Background: an optimization exercise with open tools, aiming at small area. Do not read the settings as production practice. At most, simulation tests tie the RTL to the original design; equivalence was not proved. No functional check of the RTL was part of run 2. Power figures rest on the tool's default switching activity, not on a simulated workload.

**flow/run.sh**
```bash
#!/bin/bash
# synth_recipe.tcl (not shown) runs the flow's synth.tcl, then flattens the netlist and writes it again
# the make line also repeats each setting of config.mk as NAME=value (left out here)
make -C /OpenROAD-flow-scripts/flow DESIGN_CONFIG=/design/flow/config.mk WORK_HOME=/design/flow/orfs CLKGATE_MAP_FILE= SYNTH_SCRIPT=/design/flow/synth_recipe.tcl finish
```
**flow/config.mk**
```make
export PLATFORM = sky130hd
export DESIGN_NAME = regfile_sb
export DESIGN_NICKNAME = regfile_sb
export VERILOG_FILES = /design/flow/design.v
export SDC_FILE = /design/flow/constraint.sdc
export NUM_CORES = 8
export LEC_CHECK = 0
export CAP_MARGIN = 20
export CORE_MARGIN = 2
export CORE_UTILIZATION = 40
export SLEW_MARGIN = 20
```
**flow/constraint.sdc**
```tcl
create_clock -name core_clock -period 10.0 [get_ports {clk}]
set_input_delay 2.0000 -clock core_clock [delete_from_list [all_inputs] [get_ports {clk}]]
set_output_delay 2.0000 -clock core_clock [all_outputs]
set_load 0.01 [all_outputs]
```
**flow/design.v**
```verilog
package regfile_pkg;
  localparam int XLEN_DEF = 32;
  localparam int NREG_DEF = 32;
  localparam int NRP_DEF  = 2;
  localparam int AW_DEF   = $clog2(NREG_DEF);
  typedef logic [AW_DEF-1:0]   reg_addr_t;
  typedef logic [XLEN_DEF-1:0] xlen_t;
endpackage
module regfile_scoreboard
#(
  parameter int NREG   = regfile_pkg::NREG_DEF,
  parameter int NRP    = regfile_pkg::NRP_DEF,
  parameter int BYPASS = 1,
  localparam int AW    = $clog2(NREG)
) (
  input  logic                   clk,
  input  logic                   reset,
  input  logic                   we,
  input  logic [AW-1:0]          waddr,
  input  logic                   rsv_valid,
  input  logic [AW-1:0]          rsv_addr,
  input  logic [NRP-1:0]         rd_en,
  input  logic [NRP-1:0][AW-1:0] raddr,
  output logic [NRP-1:0]         rd_busy,
  output logic                   hazard,
  output logic [AW:0]            pend_cnt
);
  localparam logic [AW:0] CNT_ONE = 1;
  logic [NREG-1:0] busy;
  logic [NREG-1:0] busy_nxt;
  logic            raw;
  logic            waw;
  logic            rsv_ok;
  logic            wr_clr;
  logic            cnt_inc;
  logic            cnt_dec;
  always_comb begin
    rd_busy = '0;
    raw     = 1'b0;
    for (int i = 0; i < NRP; i++) begin
      rd_busy[i] = (raddr[i] != '0) && busy[raddr[i]] &&
                   !((BYPASS != 0) && we && (waddr == raddr[i]));
      raw        = raw | (rd_en[i] && rd_busy[i]);
    end
  end
  assign waw    = rsv_valid && (rsv_addr != '0) && busy[rsv_addr] &&
                  !(we && (waddr == rsv_addr));
  assign hazard = raw | waw;
  assign rsv_ok = rsv_valid && (rsv_addr != '0) && !hazard;
  assign wr_clr = we && (waddr != '0) && busy[waddr];
  always_comb begin
    busy_nxt = busy;
    if (we && (waddr != '0)) busy_nxt[waddr] = 1'b0;
    if (rsv_ok)              busy_nxt[rsv_addr] = 1'b1;
    busy_nxt[0] = 1'b0;
  end
  assign cnt_inc = rsv_ok && !busy[rsv_addr];
  assign cnt_dec = wr_clr && !(rsv_ok && (rsv_addr == waddr));
  always_ff @(posedge clk or posedge reset) begin
    if (reset) begin
      busy     <= '0;
      pend_cnt <= '0;
    end else begin
      busy <= busy_nxt;
      case ({cnt_inc, cnt_dec})
        2'b10:   pend_cnt <= pend_cnt + CNT_ONE;
        2'b01:   pend_cnt <= pend_cnt - CNT_ONE;
        default: pend_cnt <= pend_cnt;
      endcase
    end
  end
endmodule
module regfile_sb
#(
  parameter int XLEN   = regfile_pkg::XLEN_DEF,
  parameter int NREG   = regfile_pkg::NREG_DEF,
  parameter int NRP    = regfile_pkg::NRP_DEF,
  parameter int BYPASS = 1,
  localparam int AW    = $clog2(NREG)
) (
  input  logic                     clk,
  input  logic                     reset,
  input  logic                     we,
  input  logic [AW-1:0]            waddr,
  input  logic [XLEN-1:0]          wdata,
  input  logic                     rsv_valid,
  input  logic [AW-1:0]            rsv_addr,
  input  logic [NRP-1:0]           rd_en,
  input  logic [NRP-1:0][AW-1:0]   raddr,
  output logic [NRP-1:0][XLEN-1:0] rdata,
  output logic [NRP-1:0]           rd_busy,
  output logic                     hazard,
  output logic [AW:0]              pend_cnt
);
  logic [XLEN-1:0] regs [NREG];
  logic            we_act;
  logic            wr_ok;
  assign we_act = we && !reset;
  assign wr_ok  = we_act && (waddr != '0);
  for (genvar r = 0; r < NREG; r++) begin : g_reg
    always_ff @(posedge clk or posedge reset) begin
      if (reset)
        regs[r] <= '0;
      else if (wr_ok && (waddr == AW'(r)))
        regs[r] <= wdata;
    end
  end
  always_comb begin
    rdata = '0;
    for (int i = 0; i < NRP; i++) begin
      if (raddr[i] != '0) begin
        if ((BYPASS != 0) && we_act && (waddr == raddr[i]))
          rdata[i] = wdata;
        else
          rdata[i] = regs[raddr[i]];
      end
    end
  end
  regfile_scoreboard #(
    .NREG   (NREG),
    .NRP    (NRP),
    .BYPASS (BYPASS)
  ) u_scoreboard (
    .clk       (clk),
    .reset     (reset),
    .we        (we_act),
    .waddr     (waddr),
    .rsv_valid (rsv_valid),
    .rsv_addr  (rsv_addr),
    .rd_en     (rd_en),
    .raddr     (raddr),
    .rd_busy   (rd_busy),
    .hazard    (hazard),
    .pend_cnt  (pend_cnt)
  );
endmodule
```
==> results.cfg, run 1 <==
[outcome]
status = complete, no violations

[clocking]
htree_levels = 3
cts_hold_buffers = 0
cts_buffers = 112
root_buffer = clkbuf_16
clk_pin_slew_ns = 0.06
cts.sinks = 1029
cts_setup_buffers = 0
cts_resized = 0
clockBufferDepth = 3
clock_latency_ns = 0.76
tritoncts = yes

[timing]
worstMarginPinSlew_ns = 1.41
finalSetupViolations = 0
post-route-min-period_ns = 9.08
setup_tns_ns = 0
hold_ws_ns = 0.479
hold_violations = 0
final.setup_skew_ns = 0.00896
drv_slew = 0
relSlewSlack = 0.0627
fin_crit_sh = 0.908
clock.fmax_ghz = 0.110
grt_setup_unrepaired = false

[global_routing]
grtUsageTotal = 0.393
grt_max_degree = 157
grt_pass1_vias = 46900
antenna_found_initial = 36
overflow = 0
grt_pass1_wl_mm = 379

[logic_synthesis]
ys_top_cells_by_area = dfrtp_1 48%, mux2_2 21%, a22oi_1 8.4%
syn_nets = 4819
yosysTopAreaCell = dfrtp_1
synth-async-reset-ratio = 1.00
synth_edf_count = 0
dominantRegCellSynth = dfrtp_1
synth.most_common_cell = dfrtp_1
syn_inst = 4745
synth.cells.most_frequent = 1029 x dfrtp_1, 1003 x mux2_2, 603 x a22oi_1
ys_ff_latch = 1029
synthDistinctLibCells = 57
yosysWarningCount = 3
synth_top_area_frac = 0.475
synth_area_sq_mm = 0.0542
avgSynthCellArea_sq_um = 11.4
ys_seq_area_frac = 0.475

[placed_design]
place_congestion = 0.997
placement.io_buffers = 130
dp_hpwl_mm = 156

[floorplan]
core_region_area_sq_mm = 0.135
rows = 135
die_area_sq_mm = 0.138
io-pin-count = 131
die_y_microns = 372
die_w_microns = 372
start_util = 0.401

[run]
maxCapViolCount = 0

[worst_setup_path]
path_delay_family = buffers and inverters
crit_slowest_cell = clkdlybuf4s50_1
crit_cells = 10
endpoint = rdata[51]
cp_data_arrival_time_ns = 7.08
cp-start-kind = input pin
r2r_cells = 14
cp_cell_sequence = clkdlybuf4s50_1, nor2b_4, buf_4, and2_1, buf_4, a22oi_1, nand2_1, nor3_1, a21oi_1, clkdlybuf4s50_1
r2r_slack_ns = 5.59
critPathRequiredTime_ns = 8.00
crit_path_start = raddr[5]
crit_path_end_kind = output port
timing.rr.end = u_scoreboard.pend_cnt[5]
crit_buf_inv = 4
slowest_delay_ns = 0.90
r2r_start = u_scoreboard.busy[30]
path_max_fanout = 19
crit_type = input pin to output port

[layout]
multiInputGateArea_sq_mm = 0.0266
area_delta_synth_final_pct = 13.7
drive_above_1_share = 0.332
register_area_sq_mm = 0.0257
nFillCells = 12300
final_nets = 4743

[route]
viasPerCell = 7.62
postRouteAntennaNets = 0
drc_errors = 0
drtPass1Iterations = 12
num_vias = 50200
wl_mm = 279
wl_per_cell_microns = 42.4
drt_iter0_markers = 11100

[min_path]
min_path_type = flip-flop to flip-flop

[power_and_ir_drop]
vdd_drop_max_uv = 155
p_leak_nw = 29.5
p_per_area_mw_per_mm2 = 188
flip-flops by register name (all words and copies together), names as in the netlist:
register and cells:
u_scoreboard.pend_cnt 6, u_scoreboard.busy 31, regs 992
power by group:
group	leakage (nW)	switching (mW)	total, mW	internal [mW]
combinational	13.9	0.867	1.65	0.785
clock	1.96	1.92	4.54	2.62
sequential	13.7	0.643	5.40	4.75
total	29.5	3.43	11.6	8.16
routing by layer:
metal | wire length, microns | GRT usage | vias up | share of wire
met4 | 25200 | 0.262 | 26 | 0.090
met5 | 310 | 0.00350 | - | 0.0011
li1 | - | - | 18100 | -
met2 | 108000 | 0.525 | 5343 | 0.39
met1 | 98500 | 0.490 | 24900 | 0.35
met3 | 47300 | 0.200 | 1803 | 0.17
worst reg2reg max path, delay by kind of cell (launching register included):
| family | cells | cell delay (ns) |
|---|---|---|
| adders and majority gates | 2 | 0.59 |
| AOI/OAI and AO/OA | 8 | 2.24 |
| xor gates and xnor gates | 1 | 0.14 |
| muxes | 2 | 0.75 |
| DFF | 1 | 0.47 |
| and+or+nand+nor | 1 | 0.14 |
cells in the final DEF (no fill, tap or decap), types with 6 or more instances in the layout:
cell	instances
dfrtp_1	1029
bufinv_16	13
nor4_1	66
ha_1	15
clkbuf_8	26
o31ai_2	27
clkdlybuf4s50_1	124
mux2i_1	10
a2111oi_0	149
and2_2	59
a22o_1	15
mux2_2	1003
nor2_1	21
inv_1	17
xor2_1	11
o21ai_0	100
nand3_1	228
clkinvlp_4	7
or3_1	8
nand2_4	9
buf_2	6
mux4_2	25
diode_2	36
a21oi_1	54
a222oi_1	44
and3_1	451
clkbuf_1	17
nor3_1	12
nand2_2	23
a31oi_1	13
a22oi_1	603
clkbuf_16	113
xnor2_1	17
a221oi_1	8
buf_4	197
nand4_1	33
clkinv_2	25
nand2_1	94
logic make-up (layout without fill, tap and decap cells):
group	Yosys count	in the layout	synth area share
xor gates and xnor gates	29	29	0.00469
buffers and inverters	539	559	0.0398
and+or+nand+nor	1058	1058	0.110
AOI/OAI and AO/OA	1036	1036	0.145
DFF	1029	1029	0.475
adders and majority gates	16	16	0.00383
muxes	1038	1038	0.221
other	0	36	0
cell type report:
cell class	instances	share of cell area
Inverter	18	0.00116
Clock inverter	54	0.0123
Multi-Input combinational cell	3177	0.432
Antenna cell	36	0.00146
Sequential cell	1029	0.418
Clock buffer	156	0.0528
Timing Repair Buffer	331	0.0459
Tap cell	1781	0.0362
how the worst min path moves through the flow:
stage / start / to / slack [ns] / depth (start not counted)
2_1_floorplan: regs[10][24] / regs[10][24] / 0.49 / 1
3_3_place_gp: u_scoreboard.pend_cnt[5] / u_scoreboard.pend_cnt[5] / 0.47 / 1
3_5_place_dp: u_scoreboard.pend_cnt[5] / u_scoreboard.pend_cnt[5] / 0.47 / 1
4_1_cts: u_scoreboard.pend_cnt[5] / u_scoreboard.pend_cnt[5] / 0.48 / 1
5_1_grt: u_scoreboard.pend_cnt[5] / u_scoreboard.pend_cnt[5] / 0.51 / 1
6_report: u_scoreboard.pend_cnt[5] / u_scoreboard.pend_cnt[5] / 0.48 / 1
through the flow:
step / util / cells / power [mW] / setup slack [ns] / instance area [sq um]
after global placement: 0.426 / 6335 / 6.97 / 1.27 / 57500
after CTS: 0.456 / 6546 / 11.5 / 1.33 / 61500
after floorplan: - / 4745 / 6.23 / -10.92 / 54300
after detailed placement: 0.426 / 6336 / 7.01 / 1.35 / 57500
after global routing: 0.456 / 6548 / 11.9 / 1.15 / 61500
final: 0.456 / 6582 / 11.6 / 0.920 / 61600
==> run 2, diff against run 1 <==
==> flow/design.v (replaced) <==
package regfile_pkg;
  localparam int XLEN_DEF = 32;
  localparam int NREG_DEF = 32;
  localparam int NRP_DEF  = 2;
  localparam int AW_DEF   = $clog2(NREG_DEF);
  typedef logic [AW_DEF-1:0]   reg_addr_t;
  typedef logic [XLEN_DEF-1:0] xlen_t;
endpackage
module regfile_hold
#(
  parameter int W = 32
) (
  input  logic [W-1:0] d,
  input  logic [W-1:0] q,
  input  logic         wr,
  input  logic         nwr,
  output logic [W-1:0] nd
);
  assign nd = (d & {W{wr}}) | (q & {W{nwr}});
endmodule
module regfile_aoi3 (
  input  logic [2:0] a,
  input  logic [2:0] s,
  output logic       yn
);
  assign yn = !((a[0] && s[0]) || (a[1] && s[1]) || (a[2] && s[2]));
endmodule
module regfile_aoi2 (
  input  logic [1:0] a,
  input  logic [1:0] s,
  output logic       yn
);
  assign yn = !((a[0] && s[0]) || (a[1] && s[1]));
endmodule
module regfile_sel32 (
  input  logic [31:0] a,
  input  logic [31:0] s,
  output logic        y
);
  logic [10:0] yn;
  for (genvar k = 0; k < 10; k++) begin : g_a3
    regfile_aoi3 u_a3 (.a(a[3*k+2:3*k]), .s(s[3*k+2:3*k]), .yn(yn[k]));
  end
  regfile_aoi2 u_a2 (.a(a[31:30]), .s(s[31:30]), .yn(yn[10]));
  assign y = !(&yn);
endmodule
module regfile_sb
#(
  parameter int XLEN   = regfile_pkg::XLEN_DEF,
  parameter int NREG   = regfile_pkg::NREG_DEF,
  parameter int NRP    = regfile_pkg::NRP_DEF,
  localparam int AW    = $clog2(NREG)
) (
  input  logic                     clk,
  input  logic                     reset,
  input  logic                     we,
  input  logic [AW-1:0]            waddr,
  input  logic [XLEN-1:0]          wdata,
  input  logic                     rsv_valid,
  input  logic [AW-1:0]            rsv_addr,
  input  logic [NRP-1:0]           rd_en,
  input  logic [NRP-1:0][AW-1:0]   raddr,
  output logic [NRP-1:0][XLEN-1:0] rdata,
  output logic [NRP-1:0]           rd_busy,
  output logic                     hazard,
  output logic [AW:0]              pend_cnt
);
  logic [XLEN-1:0] regs [1:NREG-1];
  logic [XLEN-1:0] regs_d [1:NREG-1];
  logic [NREG-1:1] vld;
  logic [NREG-1:1] wsel;      
  logic [NREG-1:1] rdok;      
  logic            wlive;
  assign wlive = we && !reset;
  for (genvar r = 1; r < NREG; r++) begin : g_reg
    assign wsel[r] = we && (waddr == AW'(r));
    assign rdok[r] = vld[r] && !(wlive && (waddr == AW'(r)));
    regfile_hold #(.W(XLEN)) u_hold (
      .d (wdata), .q (regs[r]), .wr (wsel[r]), .nwr (!wsel[r]), .nd (regs_d[r])
    );
    always_ff @(posedge clk)
      regs[r] <= regs_d[r];
    always_ff @(posedge clk or posedge reset)
      if (reset)        vld[r] <= 1'b0;
      else if (wsel[r]) vld[r] <= 1'b1;
  end
  for (genvar i = 0; i < NRP; i++) begin : g_rd
    logic [NREG-1:0] sel;
    assign sel[0] = wlive && (waddr == raddr[i]) && (raddr[i] != '0);
    for (genvar r = 1; r < NREG; r++) begin : g_s
      assign sel[r] = (raddr[i] == AW'(r)) && rdok[r];
    end
    for (genvar b = 0; b < XLEN; b++) begin : g_b
      logic [NREG-1:0] col;
      assign col[0] = wdata[b];
      for (genvar r = 1; r < NREG; r++) begin : g_c
        assign col[r] = regs[r][b];
      end
      regfile_sel32 u_sel (.a(col), .s(sel), .y(rdata[i][b]));
    end
  end
  logic [NREG-1:1] bq;
  logic [NREG-1:0] busy;
  logic            raw;
  logic            waw;
  logic            rsv_ok;
  logic            cnt_inc;
  logic            cnt_dec;
  assign busy = {bq, 1'b0};
  always_comb begin
    raw = 1'b0;
    for (int i = 0; i < NRP; i++) begin
      rd_busy[i] = busy[raddr[i]] && !(we && (waddr == raddr[i]));
      raw        = raw | (rd_en[i] && rd_busy[i]);
    end
  end
  assign waw    = rsv_valid && busy[rsv_addr] && !(we && (waddr == rsv_addr));
  assign hazard = raw | waw;
  assign rsv_ok = rsv_valid && (rsv_addr != '0) && !hazard;
  for (genvar r = 1; r < NREG; r++) begin : g_busy
    always_ff @(posedge clk or posedge reset)
      if (reset)
        bq[r] <= 1'b0;
      else if (rsv_ok && (rsv_addr == AW'(r)))
        bq[r] <= 1'b1;
      else if (wsel[r])
        bq[r] <= 1'b0;
  end
  assign cnt_inc = rsv_ok && !busy[rsv_addr];
  assign cnt_dec = we && busy[waddr] && !(rsv_ok && (rsv_addr == waddr));
  always_ff @(posedge clk or posedge reset)
    if (reset)
      pend_cnt <= '0;
    else if (cnt_inc != cnt_dec)
      pend_cnt <= cnt_inc ? pend_cnt + 1'b1 : pend_cnt - 1'b1;
endmodule
--- a/flow/config.mk
+++ b/flow/config.mk
@@ -9,3 +9,5 @@
 export CORE_MARGIN = 2
 export CORE_UTILIZATION = 40
 export SLEW_MARGIN = 20
+export SYNTH_HIERARCHICAL = 1
+export SYNTH_MINIMUM_KEEP_SIZE = 0
==> run 2 against run 1 <==
Still clean. Die area decreased by 18%. Fmax is 5.9% higher. Sequential power increased by 8.3%. Global-route usage fell by 5.0 points. Combinational power barely moved. Sequential share of layout area grew 0.56 points. Count of clock-buffer cells in the layout is the same. Worst setup slack better by 0.51 ns. Flip-flop and latch count increased by 31. Synthesized cell count decreased by 22%. Utilization increased by 0.42 points. Final cell count decreased by 17%. Largest cell class is now flip-flops and latches. Largest power group unchanged.
==> results.cfg, run 2 <==
[outcome]
status = complete, no violations

[placed_design]
place_congestion = 0.926
dp_hpwl_mm = 118
placed_area_sq_mm = 0.0471
placement.io_buffers = 130

[layout]
largest_reg_flops = 992
drive_above_1_share = 0.158
top_regs = regs: 992 flops, bq: 31 flops, vld: 31 flops
final_common_cell = dfxtp_1
final_cell_mix = 992 x dfxtp_1, 932 x a22o_1, 640 x a222oi_1
nFillCells = 10100
fin_area_sq_mm = 0.0509
fin_util = 0.461
top_register = regs
area_delta_synth_final_pct = 14.3
final_nets = 3941

[floorplan]
die_area_sq_mm = 0.114
die_w_microns = 338
io-pin-count = 131
core_region_area_sq_mm = 0.111
rows = 122
die_y_microns = 338
start_util = 0.403

[route]
wl_per_cell_microns = 37.6
drtPass1Iterations = 14
drt_iter0_markers = 10000
drc_errors = 0
num_vias = 42300
viasPerCell = 7.75
wl_mm = 205
postRouteAntennaNets = 0

[global_routing]
grtUsageTotal = 0.343
grt_pass1_vias = 39900
overflow = 0
antenna_found_initial = 8
grt_pass1_wl_mm = 288
grt_max_degree = 69

[worst_setup_path]
r2r_start = bq[23]
crit_type = input pin to output port
cp_data_arrival_time_ns = 6.57
crit_path_end_kind = output port
crit_path_start = waddr[0]
slowest_delay_ns = 0.78
path_max_fanout = 32
critPathRequiredTime_ns = 8.00
cp_cell_sequence = clkdlybuf4s50_1, nor2b_1, nand2b_1, o21ai_0, nor3_2, buf_4, a222oi_1, nand4_1, or3_1, clkdlybuf4s50_1
r2r_cells = 13
cp-start-kind = input pin
cpMostUsedCell = clkdlybuf4s50_1
crit_slowest_cell = clkdlybuf4s50_1

[timing]
setup_tns_ns = 0
drv_slew = 0
fin_crit_sh = 0.857
relSlewSlack = 0.196
post-route-min-period_ns = 8.57
hold_violations = 0
final.setup_skew_ns = 0.0122
worstMarginPinSlew_ns = 1.21
finalSetupViolations = 0
clock.fmax_ghz = 0.117
grt_setup_unrepaired = false

[logic_synthesis]
synth_edf_count = 0
syn_inst = 3692
ys_ff_latch = 1060
synth.cells.most_frequent = 992 x dfxtp_1, 932 x a22o_1, 640 x a222oi_1
dominantRegCellSynth = dfxtp_1
synth-async-reset-ratio = 0.0642
ys_top_cells_by_area = dfxtp_1 45%, a22o_1 18%, a222oi_1 14%
synth.most_common_cell = dfxtp_1
yosysTopAreaCell = dfxtp_1
syn_nets = 3755
avgSynthCellArea_sq_um = 12.1
synthDistinctLibCells = 61
ys_seq_area_frac = 0.484
synth_top_area_frac = 0.446
synth_area_sq_mm = 0.0445
yosysWarningCount = 10

[run]
maxCapViolCount = 0

[clocking]
cts_hold_buffers = 0
tritoncts = yes
htree_levels = 3
clockBufferDepth = 3
cts_buffers = 107
root_buffer = clkbuf_16
cts_setup_buffers = 0
cts_resized = 0
cts.sinks = 1060
clock_latency_ns = 0.68
clk_pin_slew_ns = 0.06

[power_and_ir_drop]
power_mw = 11.8
p_leak_nw = 20.3
p_per_area_mw_per_mm2 = 232
vdd_drop_max_uv = 155

[min_path]
min_path_type = flip-flop to flip-flop
hold-path-cell-count = 1
worstHoldStart = vld[20]
run 2: cell count changes after synthesis, moves of 448 or more:
| cell | previous run | this run |
|---|---|---|
| a22oi_1 | 603 | 1 |
| dfxtp_1 | 0 | 992 |
| dfrtp_1 | 1029 | 68 |
| mux2_2 | 1003 | 9 |
| and3_1 | 451 | 3 |
| a22o_1 | 16 | 932 |
| a222oi_1 | 44 | 640 |
run 2: final cells by class:
cell class,count,area [sq um],share of cell area
Sequential cell,1060,21600,0.424
Multi-Input combinational cell,2367,20900,0.411
Clock buffer,156,3200,0.0630
Timing Repair Buffer,305,2620,0.0514
Tap cell,1488,1860,0.0366
Clock inverter,46,578,0.0114
Inverter,37,139,0.00273
Antenna cell,4,10.0,0.000197
run 2: final timing paths:
kind / endpoint / slack (ns)
max: rdata[51] / 1.43
min: vld[20] / 0.46
max reg2reg: pend_cnt[5] / 6.28
min in group asynchronous: bq[11] / 2.04
max in group asynchronous: vld[21] / 7.28
min reg2reg: vld[20] / 0.46
run 2: cells by family after synthesis:
| kind of cell | after synthesis | share of synthesized area |
|---|---|---|
| AO/OA/AOI/OAI | 1795 | 0.375 |
| multiplexers | 48 | 0.0174 |
| XOR/XNOR | 20 | 0.00393 |
| flip-flops | 1060 | 0.484 |
| adder cells (fa/ha/maj) | 5 | 0.00157 |
| buffers and inverters | 265 | 0.0546 |
| AND/OR/NAND/NOR | 499 | 0.0627 |
run 2: metrics by stage:
step,setup slack [ns],std cells,hold WS (ns)
finish,1.43,5463,0.463
global route,1.41,5461,0.483
CTS,1.83,5459,0.464
detailed placement,1.82,5257,0.449
global placement,1.79,5257,0.442
floorplan,1.48,3692,0.427
run 2: routing by layer:
layer,global-route usage,vias up,share of wire
li1,-,16800,-
met1,0.451,20700,0.37
met2,0.477,4002,0.40
met3,0.123,761,0.15
met4,0.210,4,0.069
met5,0.00213,-,0.00014
run 2: critical path: cells and delay by family:
kind | cells | cell delay, ns
AOI/OAI and AO/OA | 2 | 0.85
buffers and inverters | 3 | 1.61
and+or+nand+nor | 5 | 2.09
run 2: power by group:
part / switching, mW / internal [mW] / leakage [nW] / total, mW
registers: 0.761 / 5.09 / 9.08 / 5.85
clock network: 1.83 / 2.49 / 1.86 / 4.32
logic: 0.761 / 0.860 / 9.38 / 1.62
run 2: modules after synthesis, one instance, submodules excluded, excerpt:
module         cells  times used  flip-flops and latches  area, sq um
regfile_sb      1554           1                    1060        24900
regfile_sel32      4          64                       0         23.8
regfile_aoi2       1          64                       0         12.5
regfile_aoi3       1         640                       0         10.0
==> run 3, diff against run 2 <==
--- a/flow/design.v
+++ b/flow/design.v
@@ -25,24 +25,16 @@
 );
   assign yn = !((a[0] && s[0]) || (a[1] && s[1]) || (a[2] && s[2]));
 endmodule
-module regfile_aoi2 (
-  input  logic [1:0] a,
-  input  logic [1:0] s,
-  output logic       yn
-);
-  assign yn = !((a[0] && s[0]) || (a[1] && s[1]));
-endmodule
 module regfile_sel32 (
   input  logic [31:0] a,
   input  logic [31:0] s,
   output logic        y
 );
-  logic [10:0] yn;
+  logic [9:0] yn;
   for (genvar k = 0; k < 10; k++) begin : g_a3
     regfile_aoi3 u_a3 (.a(a[3*k+2:3*k]), .s(s[3*k+2:3*k]), .yn(yn[k]));
   end
-  regfile_aoi2 u_a2 (.a(a[31:30]), .s(s[31:30]), .yn(yn[10]));
-  assign y = !(&yn);
+  assign y = !(&yn[9:0]) || (a[30] && s[30]) || (a[31] && s[31]);
 endmodule
 module regfile_sb
 #(
@@ -75,9 +67,12 @@
   for (genvar r = 1; r < NREG; r++) begin : g_reg
     assign wsel[r] = we && (waddr == AW'(r));
     assign rdok[r] = vld[r] && !(wlive && (waddr == AW'(r)));
-    regfile_hold #(.W(XLEN)) u_hold (
-      .d (wdata), .q (regs[r]), .wr (wsel[r]), .nwr (!wsel[r]), .nd (regs_d[r])
-    );
+    for (genvar b = 0; b < XLEN; b++) begin : g_b
+      regfile_hold #(.W(1)) u_hold (
+        .d (wdata[b]), .q (regs[r][b]), .wr (wsel[r]), .nwr (!wsel[r]),
+        .nd (regs_d[r][b])
+      );
+    end
     always_ff @(posedge clk)
       regs[r] <= regs_d[r];
     always_ff @(posedge clk or posedge reset)
==> flow/flow/run.sh (new file) <==
#!/bin/bash
# Own layout flow: the standard ORFS flow (standard.sh), with
#  - a clock tree of small clock buffers and no dummy loads,
#  - the smallest buffer on each port instead of a delay-cell buffer,
#  - power recovery (downsizing of gates off the critical paths) after global routing.
# The full make output goes to flow_make.log; each ORFS step logs under orfs/logs/.
set -euo pipefail
export CTS_ARGS="-sink_clustering_enable -repair_clock_nets -dont_use_dummy_load -buf_list sky130_fd_sc_hd__clkbuf_4 -sink_clustering_size 10 -sink_clustering_max_diameter 40"
export BUFFER_PORTS_ARGS="-buffer_cell sky130_fd_sc_hd__buf_1"
export RECOVER_POWER=100
bash standard.sh finish > flow_make.log 2>&1
==> flow/standard.sh (new file) <==
#!/bin/bash
# synth_recipe.tcl (not shown) runs the flow's synth.tcl, then flattens the netlist and writes it again
# the make line also repeats each setting of config.mk as NAME=value (left out here)
make -C /OpenROAD-flow-scripts/flow DESIGN_CONFIG=/design/flow/config.mk WORK_HOME=/design/flow/orfs CLKGATE_MAP_FILE= SYNTH_SCRIPT=/design/flow/synth_recipe.tcl "${@:-finish}"
--- a/flow/config.mk
+++ b/flow/config.mk
@@ -5,9 +5,12 @@
 export SDC_FILE = /design/flow/constraint.sdc
 export NUM_CORES = 8
 export LEC_CHECK = 0
-export CAP_MARGIN = 20
+export CAP_MARGIN = 0
 export CORE_MARGIN = 2
 export CORE_UTILIZATION = 40
-export SLEW_MARGIN = 20
+export CTS_BUF_LIST = sky130_fd_sc_hd__clkbuf_4
+export CTS_CLUSTER_DIAMETER = 40
+export CTS_CLUSTER_SIZE = 10
+export SLEW_MARGIN = 0
 export SYNTH_HIERARCHICAL = 1
 export SYNTH_MINIMUM_KEEP_SIZE = 0
removed: flow/run.sh
==> run 3 against run 2 <==
Power decreased by 19%. Critical endpoint is now rdata[41]. Now fails the layout checks on max-capacitance violations, max-slew violations. Via count fell by 0.67%. Flip-flop and latch count is the same. Clock power fell by 51%. Sequential power fell by 0.7%. Sequential share of layout area up 3.7 points. First-iteration DRC count down 7.9%. Critical path type unchanged. Final area decreased by 8.0%. Fmax is 2.8% lower.
==> results.cfg, run 3 <==
[power_and_ir_drop]
p_clk_frac = 0.225
p_leak_nw = 18.8
switching_share = 0.309
p_int_mw = 6.56
vdd_drop_max_uv = 117
combPwrFrac = 0.164
power_mw = 9.49
p_sw_mw = 2.94
p_per_area_mw_per_mm2 = 203
power_frac_seq = 0.612

[worst_setup_path]
crit_buf_inv = 4
cp_cell_sequence = buf_1, clkbuf_1, and2_0, nand2_1, o21ai_0, nor3_2, clkbuf_2, a222oi_1, nand4_1, or4_1, buf_1
critPathRequiredTime_ns = 8.00
crit_slowest_cell = clkbuf_1
cp-start-kind = input pin
cp_data_arrival_time_ns = 6.82
slowest_delay_ns = 1.00
path_delay_family = buffers and inverters
crit_path_end_kind = output port
cpMostUsedCell = buf_1
crit_type = input pin to output port
path_max_fanout = 32

[logic_synthesis]
synth_top_area_frac = 0.467
synth.most_common_cell = a22o_1
synth_compound_area_frac = 0.386
ys_ff_latch = 1060
ys_seq_area_frac = 0.508
ys_top_cells_by_area = dfxtp_1 47%, a22o_1 22%, a222oi_1 15%
synthDistinctLibCells = 56
synth-async-reset-ratio = 0.0642
syn_nets = 3603
avgSynthCellArea_sq_um = 12.0
yosysTopAreaCell = dfxtp_1
synth_area_sq_mm = 0.0425
synth.cells.most_frequent = 1057 x a22o_1, 992 x dfxtp_1, 640 x a222oi_1
dominantRegCellSynth = dfxtp_1
synthSimpleGateAreaFrac = 0.0743
synthMuxAreaShare = 0.0184
synthXorXnorAreaFrac = 0.00392
synth_edf_count = 0
synthAdderAreaFrac = 0.00194
syn_inst = 3539
synth_top_family_by_area = compound AO/OA/AOI/OAI gates
yosysWarningCount = 10

[placed_design]
placement.io_buffers = 130
dp_hpwl_mm = 110
placed_cells = 5177
place_congestion = 0.973
place_ws_ns = 2.50
placed_area_sq_mm = 0.0462

[route]
wl_mm = 195
drt_iter0_markers = 9246
wl_per_cell_microns = 36.5
viasPerCell = 7.88
drc_errors = 0
drtPass1Iterations = 14
num_vias = 42000
postRouteAntennaNets = 0

[layout]
final_nets = 3999
drive_above_1_share = 0.104
final_common_cell = a22o_1
fin_area_sq_mm = 0.0468
largest_reg_flops = 992
stdcell_count = 5336
top_regs = regs: 992 flops, bq: 31 flops, vld: 31 flops
final_cell_mix = 1057 x a22o_1, 992 x dfxtp_1, 640 x a222oi_1
area_delta_synth_final_pct = 10.3
top_register = regs

[clocking]
cts.sinks = 1060
cts_resized = 0
cts_buffers = 147
tritoncts = yes
root_buffer = clkbuf_4
htree_levels = 4
clock_latency_ns = 1.12
cts_setup_buffers = 0
clockBufferDepth = 3
clk_pin_slew_ns = 0.07
cts_hold_buffers = 0

[timing]
drv_slew = 1649
grt_setup_unrepaired = false
setup_tns_ns = 0
fin_crit_sh = 0.882
worstMarginPinSlew_ns = 3.08
relSlewSlack = -1.05
hold_violations = 0
clock.fmax_ghz = 0.113
worst_slack_ns = 1.18
post-route-min-period_ns = 8.82
finalSetupViolations = 0
final.setup_skew_ns = 0.112

[global_routing]
grt_pass1_vias = 39900
antenna_found_initial = 5
grt_max_degree = 54
grt_pass1_wl_mm = 278
overflow = 0
grtUsageTotal = 0.344

[floorplan]
die_y_microns = 330
io-pin-count = 131
rows = 119
start_util = 0.404
die_area_sq_mm = 0.109
die_w_microns = 330
core_region_area_sq_mm = 0.105

[min_path]
min_path_type = flip-flop to flip-flop

[run]
maxCapViolCount = 49

[outcome]
violations = max-capacitance violations, max-slew violations
status = failed layout checks
[run 3: per-layer routing]
layer  vias to the layer above  global-route usage  wire length [microns]
met4                         2               0.209                  13600
met2                      3967               0.469                  76700
met3                       790               0.113                  30100
met1                     20400               0.467                  74200
li1                      16900                   -                      -
met5                         -             0.00261                     13
[run 3: power groups by stage]
| stage | registers [mW] | clock network, mW | logic [mW] |
|---|---|---|---|
| floorplan | 5.66 | 0 | 1.09 |
| global placement | 5.85 | 0 | 1.51 |
| detailed placement | 5.85 | 0 | 1.56 |
| CTS | 5.77 | 2.15 | 1.56 |
| global route | 5.90 | 2.31 | 1.66 |
| finish | 5.81 | 2.13 | 1.55 |
[run 3: kinds of logic after synthesis]
kind of cell | Yosys count
AND/OR/NAND/NOR | 531
multiplexers | 50
XOR/XNOR | 19
buffers and inverters | 84
AO/OA/AOI/OAI | 1789
flip-flops | 1060
adder cells (fa/ha/maj) | 6
[run 3: cell type report]
type / instances / area [sq um]
Multi-Input combinational cell: 2395 / 20700
Fill cell: 9902 / 58400
Tap cell: 1391 / 1740
Clock buffer: 147 / 1100
Sequential cell: 1060 / 21600
Antenna cell: 12 / 30.0
Inverter: 38 / 143
Timing Repair Buffer: 293 / 1530
[run 3: per-stage QoR]
stage | hold WS, ns | utilization
after floorplan | 0.427 | -
after global placement | 0.443 | 0.438
after detailed placement | 0.447 | 0.438
after CTS | 0.461 | 0.449
after global routing | 0.472 | 0.445
final | 0.462 | 0.445
[run 3: path summary, 6_finish.rpt]
check	startpoint	endpoint	slack, ns	cells past startpoint
worst max-delay path	waddr[1]	rdata[41]	1.18	11
min in group asynchronous	reset	vld[11]	1.07	2
worst min register to register	vld[12]	vld[12]	0.46	1
worst min-delay path	vld[12]	vld[12]	0.46	1
max in group asynchronous	reset	pend_cnt[1]	7.51	3
worst max register to register	bq[23]	pend_cnt[5]	6.25	9
[run 3: modules after synthesis (local to each module, per instance), a selection]
module | area [sq um] | cells inside
regfile_aoi3 | 10.0 | 1
regfile_sb | 25100 | 1587
regfile_sel32 | 36.3 | 5

==> afterwards: timing with drivers on the ports <==
Ports are ideal in the flow. The routed layouts listed here were re-timed in OpenROAD.
Step 1: set_driving_cell puts a clkbuf_16 on clk and a buf_2 on each other input, an assumption about the parent block.
Step 2 times the ports against the registers' clock, not the clock port: input delays grow and output delays shrink by t, the midpoint of the rising clock arrivals with the driver on.
Three values: no drivers, after step 1, after step 2; two values: the first two.
run | shift t [ns] | setup slack, ns | hold WS [ns] | worst setup path after step 2 | worst slew at a driven data input, ns
run 1 | 0.873 | 0.920 / 0.894 / 0.894 | 0.479 / 0.479 / 0.479 | input to output | 0.15
run 2 | 0.764 | 1.427 / 1.399 / 1.399 | 0.463 / 0.463 / 0.463 | input to output | 0.05
run 3 | 1.148 | 1.177 / 1.156 / 1.156 | 0.462 / 0.462 / 0.462 | input to output | 0.08
The setup slack of run 2, which loses most, moves by -0.028 ns with the drivers and by -0.028 ns with both steps.
